Context: an optimization exercise on an open-source flow, tuned for a short achievable clock period and few clock cycles. The choices shown serve that exercise and are no tape-out recipe.
At most, simulation tests tie the RTL to the original design; equivalence was not proved.
The RTL of run 1 was laid out without a check of its function.
No activity file was given, so power comes from the tool's default toggle rates.

$ cat flow/run.sh
#!/bin/bash
set -euo pipefail
bash standard.sh SETUP_SLACK_MARGIN=8.5 finish > standard_make.log 2>&1
$ cat standard.sh
#!/bin/bash
# synth_recipe.tcl (not shown) runs the flow's synth.tcl, then flattens the netlist and writes it again
# the make line also repeats each setting of config.mk as NAME=value (left out here)
make -C /OpenROAD-flow-scripts/flow DESIGN_CONFIG=/design/flow/config.mk WORK_HOME=/design/flow/orfs CLKGATE_MAP_FILE= SYNTH_SCRIPT=/design/flow/synth_recipe.tcl "${@:-finish}"
$ cat config.mk
export PLATFORM = sky130hd
export DESIGN_NAME = mips_cpu_harvard
export DESIGN_NICKNAME = mips_cpu_harvard
export VERILOG_FILES = /design/flow/design.v
export SDC_FILE = /design/flow/constraint.sdc
export NUM_CORES = 4
export LEC_CHECK = 0
export CAP_MARGIN = 20
export CORE_MARGIN = 2
export CORE_UTILIZATION = 40
export SLEW_MARGIN = 20
$ cat constraint.sdc
create_clock -name core_clock -period 12.0 [get_ports {clk}]
set_input_delay 2.4000 -clock core_clock [delete_from_list [all_inputs] [get_ports {clk}]]
set_output_delay 2.4000 -clock core_clock [all_outputs]
set_load 0.01 [all_outputs]
$ cat design.v
`default_nettype none
package mips_pkg;
  typedef logic [31:0] word_t;
  typedef logic [4:0]  reg_idx_t;
  localparam logic [5:0] OP_SPECIAL = 6'h00;
  localparam logic [5:0] OP_J       = 6'h02;
  localparam logic [5:0] OP_JAL     = 6'h03;
  localparam logic [5:0] OP_BEQ     = 6'h04;
  localparam logic [5:0] OP_BNE     = 6'h05;
  localparam logic [5:0] OP_ADDIU   = 6'h09;
  localparam logic [5:0] OP_SLTI    = 6'h0a;
  localparam logic [5:0] OP_ANDI    = 6'h0c;
  localparam logic [5:0] OP_ORI     = 6'h0d;
  localparam logic [5:0] OP_XORI    = 6'h0e;
  localparam logic [5:0] OP_LUI     = 6'h0f;
  localparam logic [5:0] OP_LW      = 6'h23;
  localparam logic [5:0] OP_SW      = 6'h2b;
  localparam logic [5:0] FN_SLL  = 6'h00;
  localparam logic [5:0] FN_SRL  = 6'h02;
  localparam logic [5:0] FN_JR   = 6'h08;
  localparam logic [5:0] FN_ADDU = 6'h21;
  localparam logic [5:0] FN_SUBU = 6'h23;
  localparam logic [5:0] FN_AND  = 6'h24;
  localparam logic [5:0] FN_OR   = 6'h25;
  localparam logic [5:0] FN_XOR  = 6'h26;
  localparam logic [5:0] FN_SLT  = 6'h2a;
  localparam logic [5:0] FN_SLTU = 6'h2b;
  localparam int A_ADD  = 0;
  localparam int A_SUB  = 1;
  localparam int A_AND  = 2;
  localparam int A_OR   = 3;
  localparam int A_XOR  = 4;
  localparam int A_SLT  = 5;
  localparam int A_SLTU = 6;
  localparam int A_SLL  = 7;
  localparam int A_SRL  = 8;
  localparam int A_N    = 9;
  localparam word_t    RESET_VECTOR = 32'hbfc0_0000;
  localparam reg_idx_t REG_RA       = 5'd31;
endpackage
`default_nettype wire
`default_nettype none
import mips_pkg::*;
module mips_decoder
(
  input  logic [31:0]          instr,
  output logic [A_N-1:0]       alu_op,      
  output logic                 use_imm,     
  output logic                 sign_ext,
  output logic                 is_lui,
  output logic                 is_jal,
  output logic                 is_load,
  output logic                 is_store,
  output logic                 is_beq,
  output logic                 is_bne,
  output logic                 is_j,        
  output logic                 is_jr,
  output logic                 uses_rs,
  output logic                 uses_rt,
  output mips_pkg::reg_idx_t   wr_idx       
);
  logic [5:0] opcode, funct;
  mips_pkg::reg_idx_t rt, rd;
  logic reg_write, dst_rd;
  assign opcode = instr[31:26];
  assign funct  = instr[5:0];
  assign rt     = instr[20:16];
  assign rd     = instr[15:11];
  always_comb
  begin
    alu_op    = '0;
    alu_op[A_OR] = 1'b1;
    use_imm   = 1'b0;
    sign_ext  = 1'b1;
    is_lui    = 1'b0;
    is_jal    = 1'b0;
    is_load   = 1'b0;
    is_store  = 1'b0;
    is_beq    = 1'b0;
    is_bne    = 1'b0;
    is_j      = 1'b0;
    is_jr     = 1'b0;
    uses_rs   = 1'b0;
    uses_rt   = 1'b0;
    reg_write = 1'b0;
    dst_rd    = 1'b0;
    case (opcode)
      OP_SPECIAL:
      begin
        dst_rd    = 1'b1;
        reg_write = 1'b1;
        uses_rs   = 1'b1;
        uses_rt   = 1'b1;
        alu_op    = '0;
        case (funct)
          FN_ADDU: alu_op[A_ADD]  = 1'b1;
          FN_SUBU: alu_op[A_SUB]  = 1'b1;
          FN_AND:  alu_op[A_AND]  = 1'b1;
          FN_OR:   alu_op[A_OR]   = 1'b1;
          FN_XOR:  alu_op[A_XOR]  = 1'b1;
          FN_SLT:  alu_op[A_SLT]  = 1'b1;
          FN_SLTU: alu_op[A_SLTU] = 1'b1;
          FN_SLL:  begin alu_op[A_SLL] = 1'b1; uses_rs = 1'b0; end
          FN_SRL:  begin alu_op[A_SRL] = 1'b1; uses_rs = 1'b0; end
          FN_JR:
          begin
            reg_write = 1'b0;
            uses_rt   = 1'b0;
            is_jr     = 1'b1;
          end
          default:
          begin
            reg_write = 1'b0;
            uses_rs   = 1'b0;
            uses_rt   = 1'b0;
          end
        endcase
      end
      OP_ADDIU, OP_SLTI, OP_ANDI, OP_ORI, OP_XORI:
      begin
        use_imm   = 1'b1;
        reg_write = 1'b1;
        uses_rs   = 1'b1;
        alu_op    = '0;
        case (opcode)
          OP_SLTI: alu_op[A_SLT] = 1'b1;
          OP_ANDI: alu_op[A_AND] = 1'b1;
          OP_ORI:  alu_op[A_OR]  = 1'b1;
          OP_XORI: alu_op[A_XOR] = 1'b1;
          default: alu_op[A_ADD] = 1'b1;
        endcase
        sign_ext = !(opcode == OP_ANDI || opcode == OP_ORI || opcode == OP_XORI);
      end
      OP_LUI:
      begin
        is_lui    = 1'b1;
        use_imm   = 1'b1;
        reg_write = 1'b1;
      end
      OP_LW:
      begin
        use_imm   = 1'b1;
        is_load   = 1'b1;
        reg_write = 1'b1;
        uses_rs   = 1'b1;
      end
      OP_SW:
      begin
        use_imm   = 1'b1;
        is_store  = 1'b1;
        uses_rs   = 1'b1;
        uses_rt   = 1'b1;
      end
      OP_BEQ: begin is_beq = 1'b1; uses_rs = 1'b1; uses_rt = 1'b1; end
      OP_BNE: begin is_bne = 1'b1; uses_rs = 1'b1; uses_rt = 1'b1; end
      OP_J:   is_j = 1'b1;
      OP_JAL:
      begin
        is_j      = 1'b1;
        is_jal    = 1'b1;
        reg_write = 1'b1;
      end
      default: ;
    endcase
  end
  always_comb
  begin
    if (!reg_write)
      wr_idx = '0;
    else if (is_jal)
      wr_idx = REG_RA;
    else if (dst_rd)
      wr_idx = rd;
    else
      wr_idx = rt;
  end
endmodule
`default_nettype wire
`default_nettype none
import mips_pkg::*;
module mips_regfile
(
  input  logic                 clk,
  input  logic                 reset,
  input  logic                 en,
  input  mips_pkg::reg_idx_t   write_idx,   
  input  mips_pkg::word_t      write_data,
  input  mips_pkg::reg_idx_t   read_idx_a,
  input  mips_pkg::reg_idx_t   read_idx_b,
  output mips_pkg::word_t      read_a,
  output mips_pkg::word_t      read_b,
  output mips_pkg::word_t      register_v0
);
  mips_pkg::word_t regs [1:31];
  mips_pkg::word_t data_r;
  assign data_r = reset ? '0 : write_data;
  always_ff @(posedge clk)
  begin
    for (int k = 1; k < 32; k++)
    begin
      if (reset || (en && write_idx == k))
        regs[k] <= data_r;
    end
  end
  assign read_a      = (read_idx_a == '0) ? '0 : regs[read_idx_a];
  assign read_b      = (read_idx_b == '0) ? '0 : regs[read_idx_b];
  assign register_v0 = regs[2];
endmodule
`default_nettype wire
`default_nettype none
import mips_pkg::*;
module mips_alu
(
  input  logic [A_N-1:0]   op,
  input  mips_pkg::word_t  a,
  input  mips_pkg::word_t  b,
  input  logic [4:0]       shamt,
  output mips_pkg::word_t  result
);
  mips_pkg::word_t sum;
  logic [32:0]     diff;
  logic            lt_signed;
  logic            lt_unsigned;
  assign sum         = a + b;
  assign diff        = {1'b0, a} - {1'b0, b};
  assign lt_unsigned = diff[32];
  assign lt_signed   = (a[31] ^ b[31]) ? a[31] : diff[31];
  assign result = ({32{op[A_ADD]}}  & sum)
                | ({32{op[A_SUB]}}  & diff[31:0])
                | ({32{op[A_AND]}}  & (a & b))
                | ({32{op[A_OR]}}   & (a | b))
                | ({32{op[A_XOR]}}  & (a ^ b))
                | ({32{op[A_SLL]}}  & (b << shamt))
                | ({32{op[A_SRL]}}  & (b >> shamt))
                | {31'b0, (op[A_SLT] & lt_signed) | (op[A_SLTU] & lt_unsigned)};
endmodule
`default_nettype wire
`default_nettype none
import mips_pkg::*;
module mips_fetch
(
  input  logic [31:0] instr,
  output logic        has_effect
);
  logic [5:0] opcode, funct;
  assign opcode = instr[31:26];
  assign funct  = instr[5:0];
  always_comb
  begin
    case (opcode)
      OP_SPECIAL:
        case (funct)
          FN_ADDU, FN_SUBU, FN_AND, FN_OR, FN_XOR, FN_SLT, FN_SLTU, FN_SLL, FN_SRL:
            has_effect = instr[15:11] != '0;
          default:
            has_effect = 1'b0;
        endcase
      OP_ADDIU, OP_SLTI, OP_ANDI, OP_ORI, OP_XORI, OP_LUI:
        has_effect = instr[20:16] != '0;
      OP_LW, OP_SW, OP_JAL:
        has_effect = 1'b1;
      default:
        has_effect = 1'b0;
    endcase
  end
endmodule
`default_nettype wire
`default_nettype none
import mips_pkg::*;
module mips_cpu_harvard
(
  input  logic        clk,
  input  logic        reset,
  output logic        active,
  output logic [31:0] register_v0,
  input  logic        clk_enable,
  output logic [31:0] instr_address,
  input  logic [31:0] instr_readdata,
  output logic [31:0] data_address,
  output logic        data_write,
  output logic        data_read,
  output logic [31:0] data_writedata,
  input  logic [31:0] data_readdata
);
  logic run;
  assign run = clk_enable;
  mips_pkg::word_t pc;
  logic            fetch_stop;      
  logic            d_valid;
  logic [31:0]     d_ir;
  mips_pkg::word_t d_pc4;
  logic [A_N-1:0]  e_op;
  mips_pkg::word_t e_a, e_b, e_st;
  logic [4:0]      e_shamt;
  mips_pkg::reg_idx_t e_wr;         
  logic            e_load, e_store;
  logic            e_br;            
  mips_pkg::word_t e_alt;           
  mips_pkg::word_t m_addr, m_wdata, m_res;
  logic            m_read, m_write;
  mips_pkg::reg_idx_t m_wr;         
  assign instr_address  = pc;
  assign data_address   = m_addr;
  assign data_writedata = m_wdata;
  assign data_read      = m_read;
  assign data_write     = m_write;
  assign register_v0    = v0_out;
  logic [A_N-1:0] d_op;
  logic d_use_imm, d_sign_ext, d_lui, d_jal, d_load, d_store;
  logic d_beq, d_bne, d_j, d_jr, d_uses_rs, d_uses_rt;
  mips_pkg::reg_idx_t d_wr, d_rs, d_rt;
  mips_pkg::word_t d_imm;
  mips_decoder decoder_inst (
    .instr(d_ir), .alu_op(d_op), .use_imm(d_use_imm), .sign_ext(d_sign_ext),
    .is_lui(d_lui), .is_jal(d_jal), .is_load(d_load), .is_store(d_store),
    .is_beq(d_beq), .is_bne(d_bne), .is_j(d_j), .is_jr(d_jr),
    .uses_rs(d_uses_rs), .uses_rt(d_uses_rt), .wr_idx(d_wr)
  );
  assign d_rs  = d_ir[25:21];
  assign d_rt  = d_ir[20:16];
  assign d_imm = d_sign_ext ? {{16{d_ir[15]}}, d_ir[15:0]} : {16'h0000, d_ir[15:0]};
  mips_pkg::word_t e_res, w_data;
  mips_pkg::word_t rf_a, rf_b, rf_v0;
  mips_pkg::word_t v0_out;          
  assign w_data = m_read ? data_readdata : m_res;
  mips_regfile regfile_inst (
    .clk(clk), .reset(reset), .en(run),
    .write_idx(m_wr), .write_data(w_data),
    .read_idx_a(d_rs), .read_idx_b(d_rt),
    .read_a(rf_a), .read_b(rf_b), .register_v0(rf_v0)
  );
  logic e_hit_a, e_hit_b, m_hit_a, m_hit_b;
  assign e_hit_a = d_rs != '0 && d_rs == e_wr;
  assign e_hit_b = d_rt != '0 && d_rt == e_wr;
  assign m_hit_a = d_rs != '0 && d_rs == m_wr;
  assign m_hit_b = d_rt != '0 && d_rt == m_wr;
  logic d_br, d_same, stall, mispredict;
  assign d_br   = (d_beq || d_bne) && !d_same;
  assign d_same = d_rs == d_rt;
  assign stall  = d_valid && (
                    (d_jr && (e_hit_a || m_hit_a)) ||
                    (e_load && ((d_uses_rs && e_hit_a) || (d_uses_rt && e_hit_b))));
  assign mispredict = e_br && e_a == e_b;
  logic            d_taken;
  mips_pkg::word_t d_btarget, d_target, pc_next;
  assign d_btarget = d_pc4 + {d_imm[29:0], 2'b00};
  assign d_taken   = d_valid && ((d_beq && d_same) || (d_bne && !d_same) || d_j || d_jr);
  always_comb
  begin
    if (d_jr)
      d_target = rf_a;
    else if (d_j)
      d_target = {d_pc4[31:28], d_ir[25:0], 2'b00};
    else
      d_target = d_btarget;
  end
  assign pc_next = d_taken ? d_target : pc + 32'd4;
  logic e_fwd_a, e_fwd_b, e_fwd_st;
  mips_pkg::word_t a_early, b_early, st_early;
  assign e_fwd_a  = e_hit_a && !d_lui && !d_jal;
  assign e_fwd_st = e_hit_b;
  assign e_fwd_b  = e_hit_b && !d_use_imm && !d_jal;
  always_comb
  begin
    if (d_lui)
      a_early = {d_ir[15:0], 16'h0000};
    else if (d_jal)
      a_early = d_pc4 + 32'd4;
    else if (m_hit_a)
      a_early = w_data;
    else
      a_early = rf_a;
    if (m_hit_b)
      st_early = w_data;
    else
      st_early = rf_b;
    if (d_jal || d_lui)
      b_early = '0;
    else if (d_use_imm)
      b_early = d_imm;
    else
      b_early = st_early;
  end
  logic f_take, f_last, f_effect, d_effect, e_effect, halt;
  mips_fetch effect_inst (.instr(instr_readdata), .has_effect(f_effect));
  assign f_take   = !fetch_stop && !stall && !mispredict;
  assign f_last   = f_take && pc == '0;
  assign d_effect = d_valid && (d_wr != '0 || d_load || d_store);
  assign e_effect = e_wr != '0 || e_load || e_store;
  assign halt     = (fetch_stop || f_last) && !(f_last && f_effect) && !d_effect && !e_effect;
  always_ff @(posedge clk)
  begin
    if (reset)
    begin
      active     <= 1'b1;
      pc         <= RESET_VECTOR;
      fetch_stop <= 1'b0;
      d_valid    <= 1'b0;
      e_wr       <= '0;
      e_load     <= 1'b0;
      e_store    <= 1'b0;
      e_br       <= 1'b0;
      m_read     <= 1'b0;
      m_write    <= 1'b0;
      m_wr       <= '0;
    end
    else if (run)
    begin
      if (halt)
        active <= 1'b0;
      if (mispredict)
        pc <= e_alt;
      else if (f_take)
        pc <= pc_next;
      if (!stall)
      begin
        d_valid <= f_take;
        if (f_last)
          fetch_stop <= 1'b1;
      end
      if (stall || !d_valid)
      begin
        e_wr    <= '0;
        e_load  <= 1'b0;
        e_store <= 1'b0;
        e_br    <= 1'b0;
      end
      else
      begin
        e_wr    <= d_wr;
        e_load  <= d_load;
        e_store <= d_store;
        e_br    <= d_br;
      end
      m_read  <= e_load;
      m_write <= e_store;
      m_wr    <= e_wr;
    end
  end
  always_ff @(posedge clk)
  begin
    if (run)
    begin
      if (!stall && f_take)
      begin
        d_ir  <= instr_readdata;
        d_pc4 <= pc + 32'd4;
      end
      e_op    <= d_op;
      e_alt   <= d_bne ? d_pc4 + 32'd4 : d_btarget;
      e_shamt <= d_ir[10:6];
      e_a     <= e_fwd_a  ? e_res : a_early;
      e_b     <= e_fwd_b  ? e_res : b_early;
      e_st    <= e_fwd_st ? e_res : st_early;
      m_addr  <= e_a + e_b;
      m_wdata <= e_st;
      m_res   <= e_res;
    end
  end
  always_ff @(posedge clk)
  begin
    if (run && active && halt)
      v0_out <= (m_wr == 5'd2) ? w_data : rf_v0;
  end
  mips_alu alu_inst (
    .op(e_op), .a(e_a), .b(e_b), .shamt(e_shamt), .result(e_res)
  );
endmodule
`default_nettype wire
==> insert_results.sql, run 1 <==
INSERT INTO impl_metrics (metric_group, metric, value, unit) VALUES
('hold_path', 'holdPathStages', '0', ''),
('flow_run', 'maxCapViolations', '0', ''),
('place', 'instance_count_after_placement_with_tap_cells_included', '8349', ''),
('setup_path', 'path_max_fanout', '4', ''),
('yosys', 'post_synth_inst_count', '6077', ''),
('yosys', 'synth-seq-area-share', '58.0', '%'),
('cells_and_area', 'most_frequent_cells_in_the_layout', 'edfxtp_1 (1326), a22oi_1 (794), buf_4 (428), a21oi_1 (394), nand2_1 (381)', ''),
('timing', 'period_minus_slack', '4600', 'ps'),
('cts', 'clk_root_buffer_cell', 'clkbuf_16', ''),
('timing', 'final_critical_path_setup_slack', '7400', 'ps'),
('global_routing', 'grt_start_max_net_pins', '84', ''),
('cells_and_area', 'nNetsFinal', '6868', ''),
('routing', 'vias_per_cell', '7.40', ''),
('cts', 'cts_htree_levels', '4', ''),
('yosys', 'syn_area', '70400', 'µm²'),
('power_and_ir_drop', 'ir_worst_vdd', '0.000140', 'V'),
('global_routing', 'via_count_of_the_first_global_routing_pass', '61200', ''),
('cells_and_area', 'leading_cell_type_in_the_layout_fill_and_taps_excluded', 'edfxtp_1', ''),
('cts', 'cts_inserted_buffers', '150', ''),
('cts', 'tritoncts', 'yes', ''),
('routing', 'route.vias.total', '67700', ''),
('place', 'gp_congestion', '0.995', ''),
('place', 'dp_hpwl', '221', 'mm'),
('routing', 'detail-route-antenna-nets', '0', ''),
('floorplanning', 'initial_core_util', '40.1', '%'),
('timing', 'hold_violations', '0', ''),
('floorplanning', 'floorplan.die.width', '424', 'µm'),
('routing', 'drc_errors', '0', ''),
('timing', 'timing.final.setup_violations', '0', ''),
('timing', 'slew-limit-headroom', '8.42', '%'),
('timing', 'grt_setup_unrepaired', 'yes', ''),
('place', 'dp_slack', '6000', 'ps'),
('timing', 'worst_clock_skew', '44.9', 'ps'),
('yosys', 'yosys_most_used_dff', 'edfxtp_1', ''),
('cts', 'post_cts_hold_buffer_count', '0', ''),
('power_and_ir_drop', 'power.leakage', '32.2', 'nW'),
('yosys', 'count_of_flip_flops_with_a_built_in_enable_after_synthesis', '1326', ''),
('routing', 'first_iter_violations', '16300', ''),
('yosys', 'fraction_of_synthesis_flops_using_an_asynchronous_set_or_reset_pin', '0', '%'),
('yosys', 'synthesis.area_per_instance', '11.6', 'µm²'),
('timing', 'worst-slew-pin-transition', '1370', 'ps'),
('yosys', 'synthesis.yosys.warnings', '37', ''),
('floorplanning', 'die_h', '424', 'µm'),
('global_routing', 'grt_first_pass_wirelength', '509', 'mm'),
('floorplanning', 'top_level_ports', '198', ''),
('routing', 'drt_pre_antenna_iters', '13', ''),
('floorplanning', 'core_area', '176000', 'µm²'),
('yosys', 'yosysUniqueCellTypes', '105', ''),
('yosys', 'synthesis.nets', '6278', ''),
('setup_path', 'cp.arrival', '5190', 'ps'),
('power_and_ir_drop', 'power_density', '167', 'nW/µm²'),
('power_and_ir_drop', 'design_power_total', '15.1', 'mW'),
('cells_and_area', 'layoutNonFillerInstCount', '9145', ''),
('global_routing', 'initial_antenna_violation_count', '24', ''),
('timing', 'drv_slew', '0', ''),
('place', 'io_buffers', '197', ''),
('timing', 'achievable-frequency', '217', 'MHz'),
('setup_path', 'timing.critical_path.from_type', 'register', ''),
('setup_path', 'critical_path_rt', '12590', 'ps'),
('global_routing', 'grt.total_usage', '40.9', '%'),
('floorplanning', 'fp.dieArea', '179000', 'µm²'),
('routing', 'route.final.wire_length', '391', 'mm'),
('setup_path', 'timing.reg2reg.worst_path_depth', '20', ''),
('yosys', 'seq_cells_post_synth', '1376', ''),
('floorplanning', 'placement_rows', '154', ''),
('cells_and_area', 'utilization', '51.5', '%'),
('cells_and_area', 'area_growth', '28.3', '%'),
('cts', 'clock_network_latency_to_the_later_pin_of_the_worst_skew_pair', '870', 'ps'),
('hold_path', 'timing.hold.worst.class', 'register to register', ''),
('routing', 'routed_wire_length_per_instance', '42.7', 'µm'),
('timing', 'tns', '0', 'ps'),
('setup_path', 'end_kind', 'register', ''),
('outcome', 'run_status', 'complete, no violations', ''),
('setup_path', 'path_class', 'register to register', ''),
('timing', 'final_worst_path_period_share', '38.3', '%'),
('cts', 'clock_sink_count', '1376', ''),
('cts', 'clk_pin_slew_worst_paths', '60', 'ps'),
('cells_and_area', 'drive_above_1_share', '26.3', '%'),
('cts', 'max_clock_buf_depth', '3', ''),
('global_routing', 'grt.overflow.total', '0', '');
-- worst paths after layout --
| path | from | end | slack, ps |
|---|---|---|---|
| setup reg to reg | e_b[1] | e_a[31] | 7400 |
| setup / recovery | e_b[1] | e_a[31] | 7400 |
| hold reg to reg | e_st[8] | m_wdata[8] | 420 |
| hold / removal | e_st[8] | m_wdata[8] | 420 |
-- cells in the mapped netlist, drive strengths merged, types with 130 or more instances --
cell type / n / area (µm²)
o21ai: 230 / 1150
nor2: 453 / 1700
inv: 184 / 698
nand4: 138 / 878
edfxtp: 1326 / 39800
ha: 130 / 1630
a22oi: 797 / 5980
buf: 149 / 737
a21oi: 457 / 2290
clkbuf: 292 / 1100
nand2: 417 / 1570
mux2i: 134 / 1340
-- flip-flops by register name (all words and copies together) (netlist names), 9 cells and up --
signal,flops
d_ir,32
d_pc4,32
e_a,32
e_alt,32
e_b,32
e_op,9
e_st,32
m_addr,32
m_res,32
m_wdata,32
pc,32
regfile_inst.regs,992
v0_out,32
-- per-stage QoR --
step | hold WS [ps] | cell area, µm²
finish | 416 | 90400
global route | 424 | 90400
CTS | 417 | 86500
detailed placement | 405 | 76000
global placement | 404 | 75900
floorplan | 400 | 71100
-- power breakdown --
group	internal, mW	switching (mW)	leakage, nW	total, mW
Combinational	1.41	2.56	16.2	3.97
Sequential	5.94	0.376	13.6	6.32
Clock	2.70	2.13	2.44	4.83
-- layer usage --
metal	GRT usage, %	part of all wire [%]	wire [µm]
met3	17.6	16	63900
met1	48.0	32	126000
met5	0.672	0.12	451
met4	33.6	11	43300
met2	57.7	40	157000
-- what timing repair did --
item,in CTS,in global routing
buffers inserted,294,160
endpoints found under the hold margin,0,0
pin swaps,119,211
gates cloned,26,26
endpoints found under the setup margin,2345,1161
resized for setup,1304,450
-- worst max-delay path, stage by stage (launching register included) --
cell and delay, ps:
edfxtp_1 490, inv_2 140, buf_6 100, ha_2 160, o21ba_4 150, o311a_1 310, nor3_2 200, and3_4 260
nor4_2 60, o31ai_2 180, buf_4 170, a211oi_4 90, o41ai_2 330, a21oi_1 120, o21bai_1 240, fa_2 470
a22oi_1 160, nand3_1 100, a21oi_2 110, o211ai_1 240, o21a_1 250
-- kinds of logic (layout without fill, tap and decap cells) --
group / after synthesis / in the layout / synth area share (%)
other: 0 / 17 / 0
and+or+nand+nor: 1542 / 1565 / 10.5
muxes: 190 / 190 / 3.55
adders and majority gates: 134 / 134 / 2.42
buffers and inverters: 628 / 1312 / 3.61
AOI/OAI and AO/OA: 2060 / 2064 / 20.2
xor gates and xnor gates: 147 / 147 / 1.83
DFF: 1376 / 1376 / 58.0
-- cell type report --
type                    count  area, µm²
diodes                     17       42.5
clock buffers             168       3850
clock inverters           105       1160
fillers                 15000      85100
inverters                 187        747
multi-input cells        4100      32000
flip-flops and latches   1376      40900
well taps                2340       2930
repair buffers            852       8710
==> run 2, diff against run 1 <==
--- a/design.v
+++ b/design.v
@@ -217,22 +217,52 @@
   input  logic [4:0]       shamt,
   output mips_pkg::word_t  result
 );
-  mips_pkg::word_t sum;
-  logic [32:0]     diff;
-  logic            lt_signed;
-  logic            lt_unsigned;
-  assign sum         = a + b;
-  assign diff        = {1'b0, a} - {1'b0, b};
-  assign lt_unsigned = diff[32];
-  assign lt_signed   = (a[31] ^ b[31]) ? a[31] : diff[31];
-  assign result = ({32{op[A_ADD]}}  & sum)
-                | ({32{op[A_SUB]}}  & diff[31:0])
-                | ({32{op[A_AND]}}  & (a & b))
+  function automatic logic [32:0] carries(input logic [31:0] x, input logic [31:0] y,
+                                          input logic cin);
+    logic [31:0] g, p, g2, p2;
+    g = x & y;
+    p = x | y;
+    g[0] = g[0] | (p[0] & cin);
+    for (int k = 1; k < 32; k = k * 2)
+    begin
+      g2 = g;
+      p2 = p;
+      for (int i = k; i < 32; i++)
+      begin
+        g2[i] = g[i] | (p[i] & g[i-k]);
+        p2[i] = p[i] & p[i-k];
+      end
+      g = g2;
+      p = p2;
+    end
+    carries = {g, cin};
+  endfunction
+  logic [32:0]     cs, cd;         
+  mips_pkg::word_t ps;             
+  mips_pkg::word_t c, q, r0, r1;
+  mips_pkg::word_t early;
+  logic            sel_arith, slt_bit, sltu_bit;
+  assign cs = carries(a, b, 1'b0);
+  assign cd = carries(a, ~b, 1'b1);
+  assign ps = a ^ b;
+  assign early  = ({32{op[A_AND]}}  & (a & b))
                 | ({32{op[A_OR]}}   & (a | b))
-                | ({32{op[A_XOR]}}  & (a ^ b))
+                | ({32{op[A_XOR]}}  & ps)
                 | ({32{op[A_SLL]}}  & (b << shamt))
-                | ({32{op[A_SRL]}}  & (b >> shamt))
-                | {31'b0, (op[A_SLT] & lt_signed) | (op[A_SLTU] & lt_unsigned)};
+                | ({32{op[A_SRL]}}  & (b >> shamt));
+  assign sel_arith = op[A_ADD] || op[A_SUB];
+  assign c  = op[A_ADD] ? cs[31:0] : cd[31:0];
+  assign q  = op[A_ADD] ? ps : ~ps;
+  assign r0 = sel_arith ? q  : early;
+  assign r1 = sel_arith ? ~q : early;
+  assign slt_bit  = op[A_SLT]  && ((a[31] ^ b[31]) ? a[31] : !cd[31]);
+  assign sltu_bit = op[A_SLTU] && !cd[32];
+  always_comb
+  begin
+    for (int i = 0; i < 32; i++)
+      result[i] = c[i] ? r1[i] : r0[i];
+    result[0] = result[0] | slt_bit | sltu_bit;
+  end
 endmodule
 `default_nettype wire
 `default_nettype none
@@ -297,6 +327,7 @@
   logic            e_br;            
   mips_pkg::word_t e_alt;           
   mips_pkg::word_t m_addr, m_wdata, m_res;
+  mips_pkg::word_t e_fwd_a, e_fwd_b, e_fwd_st;  
   logic            m_read, m_write;
   mips_pkg::reg_idx_t m_wr;         
   assign instr_address  = pc;
@@ -340,7 +371,11 @@
   assign stall  = d_valid && (
                     (d_jr && (e_hit_a || m_hit_a)) ||
                     (e_load && ((d_uses_rs && e_hit_a) || (d_uses_rt && e_hit_b))));
-  assign mispredict = e_br && e_a == e_b;
+  mips_pkg::word_t a_in, b_in, st_in;
+  assign a_in  = e_fwd_a  | e_a;
+  assign b_in  = e_fwd_b  | e_b;
+  assign st_in = e_fwd_st | e_st;
+  assign mispredict = e_br && a_in == b_in;
   logic            d_taken;
   mips_pkg::word_t d_btarget, d_target, pc_next;
   assign d_btarget = d_pc4 + {d_imm[29:0], 2'b00};
@@ -355,11 +390,11 @@
       d_target = d_btarget;
   end
   assign pc_next = d_taken ? d_target : pc + 32'd4;
-  logic e_fwd_a, e_fwd_b, e_fwd_st;
+  logic fwd_a, fwd_b, fwd_st;
   mips_pkg::word_t a_early, b_early, st_early;
-  assign e_fwd_a  = e_hit_a && !d_lui && !d_jal;
-  assign e_fwd_st = e_hit_b;
-  assign e_fwd_b  = e_hit_b && !d_use_imm && !d_jal;
+  assign fwd_a  = e_hit_a && !d_lui && !d_jal;
+  assign fwd_st = e_hit_b;
+  assign fwd_b  = e_hit_b && !d_use_imm && !d_jal && !d_lui;
   always_comb
   begin
     if (d_lui)
@@ -381,13 +416,13 @@
     else
       b_early = st_early;
   end
-  logic f_take, f_last, f_effect, d_effect, e_effect, halt;
-  mips_fetch effect_inst (.instr(instr_readdata), .has_effect(f_effect));
+  logic f_take, f_last, d_has_effect, d_effect, e_effect, halt;
+  mips_fetch effect_inst (.instr(d_ir), .has_effect(d_has_effect));
   assign f_take   = !fetch_stop && !stall && !mispredict;
   assign f_last   = f_take && pc == '0;
-  assign d_effect = d_valid && (d_wr != '0 || d_load || d_store);
+  assign d_effect = d_valid && d_has_effect;
   assign e_effect = e_wr != '0 || e_load || e_store;
-  assign halt     = (fetch_stop || f_last) && !(f_last && f_effect) && !d_effect && !e_effect;
+  assign halt     = fetch_stop && !d_effect && !e_effect;
   always_ff @(posedge clk)
   begin
     if (reset)
@@ -449,12 +484,16 @@
       e_op    <= d_op;
       e_alt   <= d_bne ? d_pc4 + 32'd4 : d_btarget;
       e_shamt <= d_ir[10:6];
-      e_a     <= e_fwd_a  ? e_res : a_early;
-      e_b     <= e_fwd_b  ? e_res : b_early;
-      e_st    <= e_fwd_st ? e_res : st_early;
-      m_addr  <= e_a + e_b;
-      m_wdata <= e_st;
-      m_res   <= e_res;
+      e_a      <= fwd_a  ? '0 : a_early;
+      e_b      <= fwd_b  ? '0 : b_early;
+      e_st     <= fwd_st ? '0 : st_early;
+      e_fwd_a  <= fwd_a  ? e_res : '0;
+      e_fwd_b  <= fwd_b  ? e_res : '0;
+      e_fwd_st <= fwd_st ? e_res : '0;
+      m_addr   <= a_in + e_b;
+      m_wdata  <= st_in;
+      if (e_wr != '0)
+        m_res    <= e_res;
     end
   end
   always_ff @(posedge clk)
@@ -463,7 +502,7 @@
       v0_out <= (m_wr == 5'd2) ? w_data : rf_v0;
   end
   mips_alu alu_inst (
-    .op(e_op), .a(e_a), .b(e_b), .shamt(e_shamt), .result(e_res)
+    .op(e_op), .a(a_in), .b(b_in), .shamt(e_shamt), .result(e_res)
   );
 endmodule
 `default_nettype wire
==> insert_results.sql, run 2 <==
INSERT INTO impl_metrics (metric_group, metric, value, unit) VALUES
('floorplanning', 'die_h', '435', 'µm'),
('yosys', 'synthTopCellsByCount', 'edfxtp_1 (1422), a22oi_1 (654), nor2_1 (601)', ''),
('yosys', 'synthesis.nets', '6683', ''),
('cells_and_area', 'utilization', '49.9', '%'),
('cells_and_area', 'layoutNonFillerInstCount', '9516', ''),
('cts', 'tritoncts', 'yes', ''),
('timing', 'final_worst_path_period_share', '35.3', '%'),
('global_routing', 'initial_antenna_violation_count', '28', ''),
('routing', 'first_iter_violations', '16300', ''),
('power_and_ir_drop', 'ir_worst_vdd', '0.000124', 'V'),
('global_routing', 'groute.layer.met3.usage', '15.1', '%'),
('cells_and_area', 'nNetsFinal', '7150', ''),
('power_and_ir_drop', 'design_power_total', '14.1', 'mW'),
('timing', 'slew-limit-headroom', '27.8', '%'),
('yosys', 'synth_top_area_share', '57.4', '%'),
('yosys', 'yosysUniqueCellTypes', '100', ''),
('setup_path', 'crit_path_top_delay_cell', 'edfxtp_1', ''),
('hold_path', 'timing.hold.worst.class', 'register to register', ''),
('power_and_ir_drop', 'power.leakage', '33.0', 'nW'),
('yosys', 'synthesis.area_per_instance', '11.6', 'µm²'),
('timing', 'achievable-frequency', '236', 'MHz'),
('cts', 'cts_htree_levels', '4', ''),
('global_routing', 'grt-busiest-layer', 'met2', ''),
('setup_path', 'timing.critical_path.from_type', 'register', ''),
('yosys', 'synthesis.yosys.warnings', '38', ''),
('setup_path', 'path_max_fanout', '1', ''),
('place', 'io_buffers', '197', ''),
('global_routing', 'grt_first_pass_wirelength', '524', 'mm'),
('place', 'instance_count_after_placement_with_tap_cells_included', '8855', ''),
('yosys', 'synth-seq-area-share', '58.7', '%'),
('cts', 'max_clock_buf_depth', '3', ''),
('global_routing', 'grt.overflow.total', '0', ''),
('timing', 'period_minus_slack', '4240', 'ps'),
('setup_path', 'cp.arrival', '1840', 'ps'),
('cells_and_area', 'area_growth', '24.1', '%'),
('timing', 'drv_slew', '0', ''),
('yosys', 'post_synth_inst_count', '6424', ''),
('timing', 'worst-slew-pin-transition', '1080', 'ps'),
('timing', 'grt_setup_unrepaired', 'yes', ''),
('cts', 'clock_network_latency_to_the_later_pin_of_the_worst_skew_pair', '870', 'ps'),
('timing', 'tns', '0', 'ps'),
('floorplanning', 'top_level_ports', '198', ''),
('routing', 'routed_wire_length_per_instance', '42.1', 'µm'),
('routing', 'drc_errors', '0', ''),
('timing', 'fin_hold_ws', '497', 'ps'),
('routing', 'vias_per_cell', '7.28', ''),
('routing', 'route.final.wire_length', '400', 'mm'),
('cells_and_area', 'fillers', '16200', ''),
('timing', 'hold_violations', '0', ''),
('setup_path', 'worst-r2r-setup-slack', '8280', 'ps'),
('floorplanning', 'placement_rows', '158', ''),
('yosys', 'seq_cells_post_synth', '1472', ''),
('setup_path', 'worstPathCellList', 'buf_2', ''),
('global_routing', 'global_route.usage.met1', '47.6', '%'),
('cts', 'cts_inserted_buffers', '157', ''),
('setup_path', 'critical_path.n_buffers_inverters', '1', ''),
('cts', 'clock_sink_count', '1472', ''),
('global_routing', 'grt.total_usage', '39.8', '%'),
('power_and_ir_drop', 'power_density', '152', 'nW/µm²'),
('routing', 'detail-route-antenna-nets', '0', ''),
('yosys', 'netlist.top_cell.by_area', 'edfxtp_1', ''),
('global_routing', 'grt.met2_usage', '56.7', '%'),
('setup_path', 'end_kind', 'output port', ''),
('yosys', 'ys_top_cells_by_area', 'edfxtp_1 (57%), a22oi_1 (6.6%), ha_1 (3.2%)', ''),
('setup_path', 'path_class', 'register to output port', ''),
('timing', 'timing.final.setup_violations', '0', ''),
('setup_path', 'path_delay_family', 'flip-flops', ''),
('global_routing', 'via_count_of_the_first_global_routing_pass', '63100', ''),
('floorplanning', 'fp.dieArea', '190000', 'µm²'),
('yosys', 'yosys_most_used_dff', 'edfxtp_1', ''),
('cells_and_area', 'leading_cell_type_in_the_layout_fill_and_taps_excluded', 'edfxtp_1', ''),
('yosys', 'yosys.cell_count.top_type', 'edfxtp_1', ''),
('yosys', 'fraction_of_synthesis_flops_using_an_asynchronous_set_or_reset_pin', '0', '%'),
('routing', 'drt_pre_antenna_iters', '12', ''),
('cells_and_area', 'top_register', 'regfile_inst.regs', ''),
('place', 'dp_hpwl', '237', 'mm'),
('place', 'gp_congestion', '1.01', ''),
('cts', 'post_cts_hold_buffer_count', '0', ''),
('setup_path', 'critical_path_rt', '9600', 'ps'),
('floorplanning', 'initial_core_util', '40.2', '%'),
('cells_and_area', 'largest_register_ff_count', '992', ''),
('global_routing', 'grt_start_max_net_pins', '73', ''),
('cells_and_area', 'drive_above_1_share', '23.1', '%'),
('yosys', 'count_of_flip_flops_with_a_built_in_enable_after_synthesis', '1422', ''),
('floorplanning', 'core_area', '185000', 'µm²'),
('floorplanning', 'floorplan.die.width', '435', 'µm'),
('setup_path', 'cpPeakStageDelay', '790', 'ps'),
('cells_and_area', 'most_frequent_cells_in_the_layout', 'edfxtp_1 (1422), a22oi_1 (649), nor2_1 (468), a21oi_1 (396), buf_4 (376)', ''),
('cts', 'clk_pin_slew_worst_paths', '60', 'ps'),
('cts', 'clk_root_buffer_cell', 'clkbuf_16', ''),
('flow_run', 'maxCapViolations', '0', ''),
('routing', 'route.vias.total', '69300', ''),
('timing', 'worst_clock_skew', '90.2', 'ps'),
('outcome', 'run_status', 'complete, no violations', ''),
('yosys', 'syn_area', '74400', 'µm²');
[run 2: metal layers]
layer | part of all wire [%] | wire length (µm)
met5 | 0.049 | 195
met4 | 11 | 44000
met3 | 16 | 62600
met2 | 41 | 164000
met1 | 32 | 130000
[run 2: final cells by class]
| type | count | area (µm²) | share of cell area (%) |
|---|---|---|---|
| Antenna cell | 15 | 37.5 | 0.0406 |
| Clock buffer | 185 | 4140 | 4.48 |
| Clock inverter | 104 | 1190 | 1.29 |
| Inverter | 179 | 689 | 0.747 |
| Multi-Input combinational cell | 4347 | 32200 | 34.9 |
| Sequential cell | 1472 | 43800 | 47.5 |
| Tap cell | 2480 | 3100 | 3.36 |
| Timing Repair Buffer | 734 | 7110 | 7.70 |
[run 2: worst paths after layout]
kind	start	endpoint	cells after the start
min reg2reg	e_fwd_st[29]	m_wdata[29]	1
min	e_fwd_st[29]	m_wdata[29]	1
max reg2reg	e_b[0]	e_fwd_st[29]	14
max	v0_out[1]	register_v0[1]	1
[run 2: logic make-up after synthesis]
logic type / share of synthesized area, %
simple gates: 12.0
buf+inv: 3.20
compound gates: 19.2
xor+xnor: 1.87
fa+ha+maj: 3.25
flops: 58.7
mux: 1.83
[run 2: stage by stage]
step                area, µm²  setup slack (ps)
finish                  92300              7760
global route            92300              7810
CTS                     89400              7930
detailed placement      80300              6240
global placement        80300              6280
floorplan               75100              7360
[run 2: power breakdown]
| part | internal [mW] | switching, mW |
|---|---|---|
| sequential | 6.01 | 0.221 |
| combinational | 0.926 | 1.82 |
| clock | 2.84 | 2.26 |
[run 2: timing repair]
action,in CTS,in global routing
gates cloned,10,16
buffers inserted,202,129
setup endpoints to repair,2295,904
hold endpoints to repair,0,0
resized for setup,1135,356
pin swaps,122,119
Testbench counts of run 2, summed over its fixed seeds: cycles 64,128.

## re-timing with driven ports
No port has a modelled driver above. Below, the same layouts with a new extraction and two added sets of constraints.
Step 1 (the two cells are an assumption about what drives the block):
set clk [get_ports {clk}]
set_driving_cell -lib_cell sky130_fd_sc_hd__clkbuf_16 $clk
set_driving_cell -lib_cell sky130_fd_sc_hd__buf_2 [delete_from_list [all_inputs] $clk]
Step 2, shift: input delay + t, output delay - t, t = (earliest + latest rising clock arrival at the registers) / 2. This alone moves slack from input paths to output paths.
Slacks: ideal ports / drivers / drivers and shift; pairs: ideal ports / drivers.
| run | t, ns | slack for setup (ns) | hold WS [ns] | pins driven straight from the clock port |
|---|---|---|---|---|
| run 1 | 0.938 | 7.399 / 7.399 / 7.157 | 0.416 / 0.416 / 0.416 | 1 |
| run 2 | 0.917 | 7.763 / 7.674 / 7.300 | 0.497 / 0.497 / 0.497 | 1 |
After both steps setup and hold are still met in every run listed. The setup slack of run 2, which loses most, moves by -0.089 ns with the drivers and by -0.463 ns with both steps.
